This design comes from an exercise in tuning for small area, a short achievable clock period and few clock cycles on the open sky130 flow, not from production work.
Only simulation tests tie the RTL to the original design; equivalence was not proved.
Power and IR drop assume default switching activity.

== job 612 ==
// expression_lexer_core
module expression_lexer_core #(
  parameter int MAX_NAME_CHARS = 8,
  parameter int LINE_BITS      = 16
) (
  input  logic        clk,
  input  logic        rst_n,
  input  logic        in_valid,
  output logic        in_stall,
  input  logic [7:0]  in_char_code,
  input  logic        in_end_of_source,
  output logic        out_valid,
  input  logic        out_stall,
  output logic [3:0]  out_token_kind,
  output logic [30:0] out_number_value,
  output logic [63:0] out_name_chars,
  output logic [3:0]  out_name_length,
  output logic        out_name_truncated,
  output logic        out_number_overflow,
  output logic [15:0] out_line_number,
  output logic        out_last_of_run
);
Size in the first run: roughly 0.0096 mm^2 of cells after synthesis.
Settings: LEC_CHECK=0, CAP_MARGIN=20, CORE_MARGIN=2, CORE_UTILIZATION=40, SETUP_SLACK_MARGIN=3.6, SLEW_MARGIN=20; clock period 7.0 ns.
standard.sh (not shown) runs the stock make flow with config.mk's settings and CLKGATE_MAP_FILE= SYNTH_SCRIPT=/design/flow/synth_recipe.tcl, a recipe that flattens the netlist after the stock synthesis.
==> flow/flow/run.sh <==
#!/bin/bash
# Standard synthesis unchanged, then the standard layout with every port
# buffered by a buf_2 (instead of the delay buffer buffer_ports picks).
set -euo pipefail
bash standard.sh synth > synth.log 2>&1
bash standard.sh "BUFFER_PORTS_ARGS=-buffer_cell sky130_fd_sc_hd__buf_2" finish > layout.log 2>&1
Testbench counts of job 612, summed over its fixed seeds: cycles 24,069.
Inputs modified between job 612 and job 7229:
==> flow/run.sh (new file) <==
#!/bin/bash
# synth_recipe.tcl (not shown) runs the flow's synth.tcl, then flattens the netlist and writes it again
# the make line also repeats each setting of config.mk as NAME=value (left out here)
make -C /OpenROAD-flow-scripts/flow DESIGN_CONFIG=/design/flow/config.mk WORK_HOME=/design/flow/orfs CLKGATE_MAP_FILE= SYNTH_SCRIPT=/design/flow/synth_recipe.tcl finish
diff --git a/flow/config.mk b/flow/config.mk
--- a/flow/config.mk
+++ b/flow/config.mk
@@ -10,3 +10,3 @@
 export CORE_UTILIZATION = 40
-export SETUP_SLACK_MARGIN = 3.6
+export SETUP_SLACK_MARGIN = 4.2
 export SLEW_MARGIN = 20
removed: flow/flow/run.sh
removed: flow/standard.sh
Notes after the runs:
Overall power after layout delta (job 7229 − job 612): unfavourable. In the reports for job 612 and job 7229, the larger count of plain and timing-repair buffers belongs to job 7229. Job 612 → job 7229: number of ordinary inverters in the final layout went up by 1, final instance area rose 0.0016 mm^2. Path depth of the worst reg2reg path came out exactly the same in job 612 and job 7229. In the tables for job 612 and job 7229, routed metal-1 wirelength reads lower with job 612. Cmp job 7229 vs job 612: share of power burned in the clock network lower in job 7229.
Edits applied to the flow inputs when going from job 7229 to job 6427:
==> flow/flow/run.sh (new file) <==
#!/bin/bash
# Standard synthesis unchanged, then the standard layout with every port
# buffered by a buf_2 (instead of the delay buffer buffer_ports picks).
set -euo pipefail
bash standard.sh synth > synth.log 2>&1
bash standard.sh "BUFFER_PORTS_ARGS=-buffer_cell sky130_fd_sc_hd__buf_2" finish > layout.log 2>&1
==> flow/standard.sh (new file) <==
#!/bin/bash
# synth_recipe.tcl (not shown) runs the flow's synth.tcl, then flattens the netlist and writes it again
# the make line also repeats each setting of config.mk as NAME=value (left out here)
make -C /OpenROAD-flow-scripts/flow DESIGN_CONFIG=/design/flow/config.mk WORK_HOME=/design/flow/orfs CLKGATE_MAP_FILE= SYNTH_SCRIPT=/design/flow/synth_recipe.tcl "${@:-finish}"
diff --git a/flow/config.mk b/flow/config.mk
--- a/flow/config.mk
+++ b/flow/config.mk
@@ -7,2 +7,3 @@
 export LEC_CHECK = 0
+export ABC_AREA = 1
 export CAP_MARGIN = 20
removed: flow/run.sh
==> comparison <==
Job 6427 | status: complete | timing, DRC, antenna: pass
Re fraction of final layout cells sized beyond drive strength 1: job 6427 is 11 points down on job 7229.
Compared with job 7229, job 6427 shows first-pass GRT wire length higher by 11%.
Worst-case reg-to-reg path depth, job 7229 and job 6427, lower one = job 7229.
| number of buffers added to fix hold violations after cts | job 6427 vs job 7229 | ≈ equal |
Comparing job 7229 and job 6427, the lower total nets after synthesis is on job 7229.
Job 6427: fraction of power consumed by sequential logic is 4.2 points lower than what job 7229 reported.
Against job 7229, job 6427 reports a slack of the worst reg-to-reg path that is higher.
Comparing job 7229 and job 6427, the higher count of TritonRoute iterations in the first routing pass is on job 6427.
| area growth from synthesis to final layout | job 6427 vs job 7229 | 16 points lower |
Job 6427 against job 7229; die area is up by a little under 10%.
In the flow results for job 7229 and job 6427, the final standard cell area without fillers is larger on job 7229.

[afterwards: timing with drivers on the ports]
The results above use ideal ports. As a check the final layouts listed here were re-extracted and re-timed, cells and wires unchanged.
Step 1, drivers: a clkbuf_16 drives clk and a buf_2 each remaining input, both assumed.
Step 2 moves the port delays by t, midway between the first and last clock arrival at a register: inputs arrive t later, outputs are due t later. That takes back most of the time a late clock gives input paths.
a / b / c = ideal ports / drivers / drivers and shift; a / b = the first two.
| run | shift t [ns] | setup slack, ns | worst setup path at the end | latest minus earliest clock arrival (ns) | pins driven straight from the clock port |
|---|---|---|---|---|---|
| job 612 | 0.476 | 3.754 / 3.732 / 3.456 | input to register | 0.017 / 0.017 | 1 |
| job 7229 | 0.476 | 3.868 / 3.833 / 3.810 | input to register | 0.013 / 0.013 | 1 |
| job 6427 | 0.465 | 4.225 / 4.180 / 3.915 | input to register | 0.011 / 0.010 | 1 |
After both steps every run listed still meets setup and hold. The setup slack of job 6427, which loses most, moves by -0.045 ns with the drivers and by -0.310 ns with both steps.
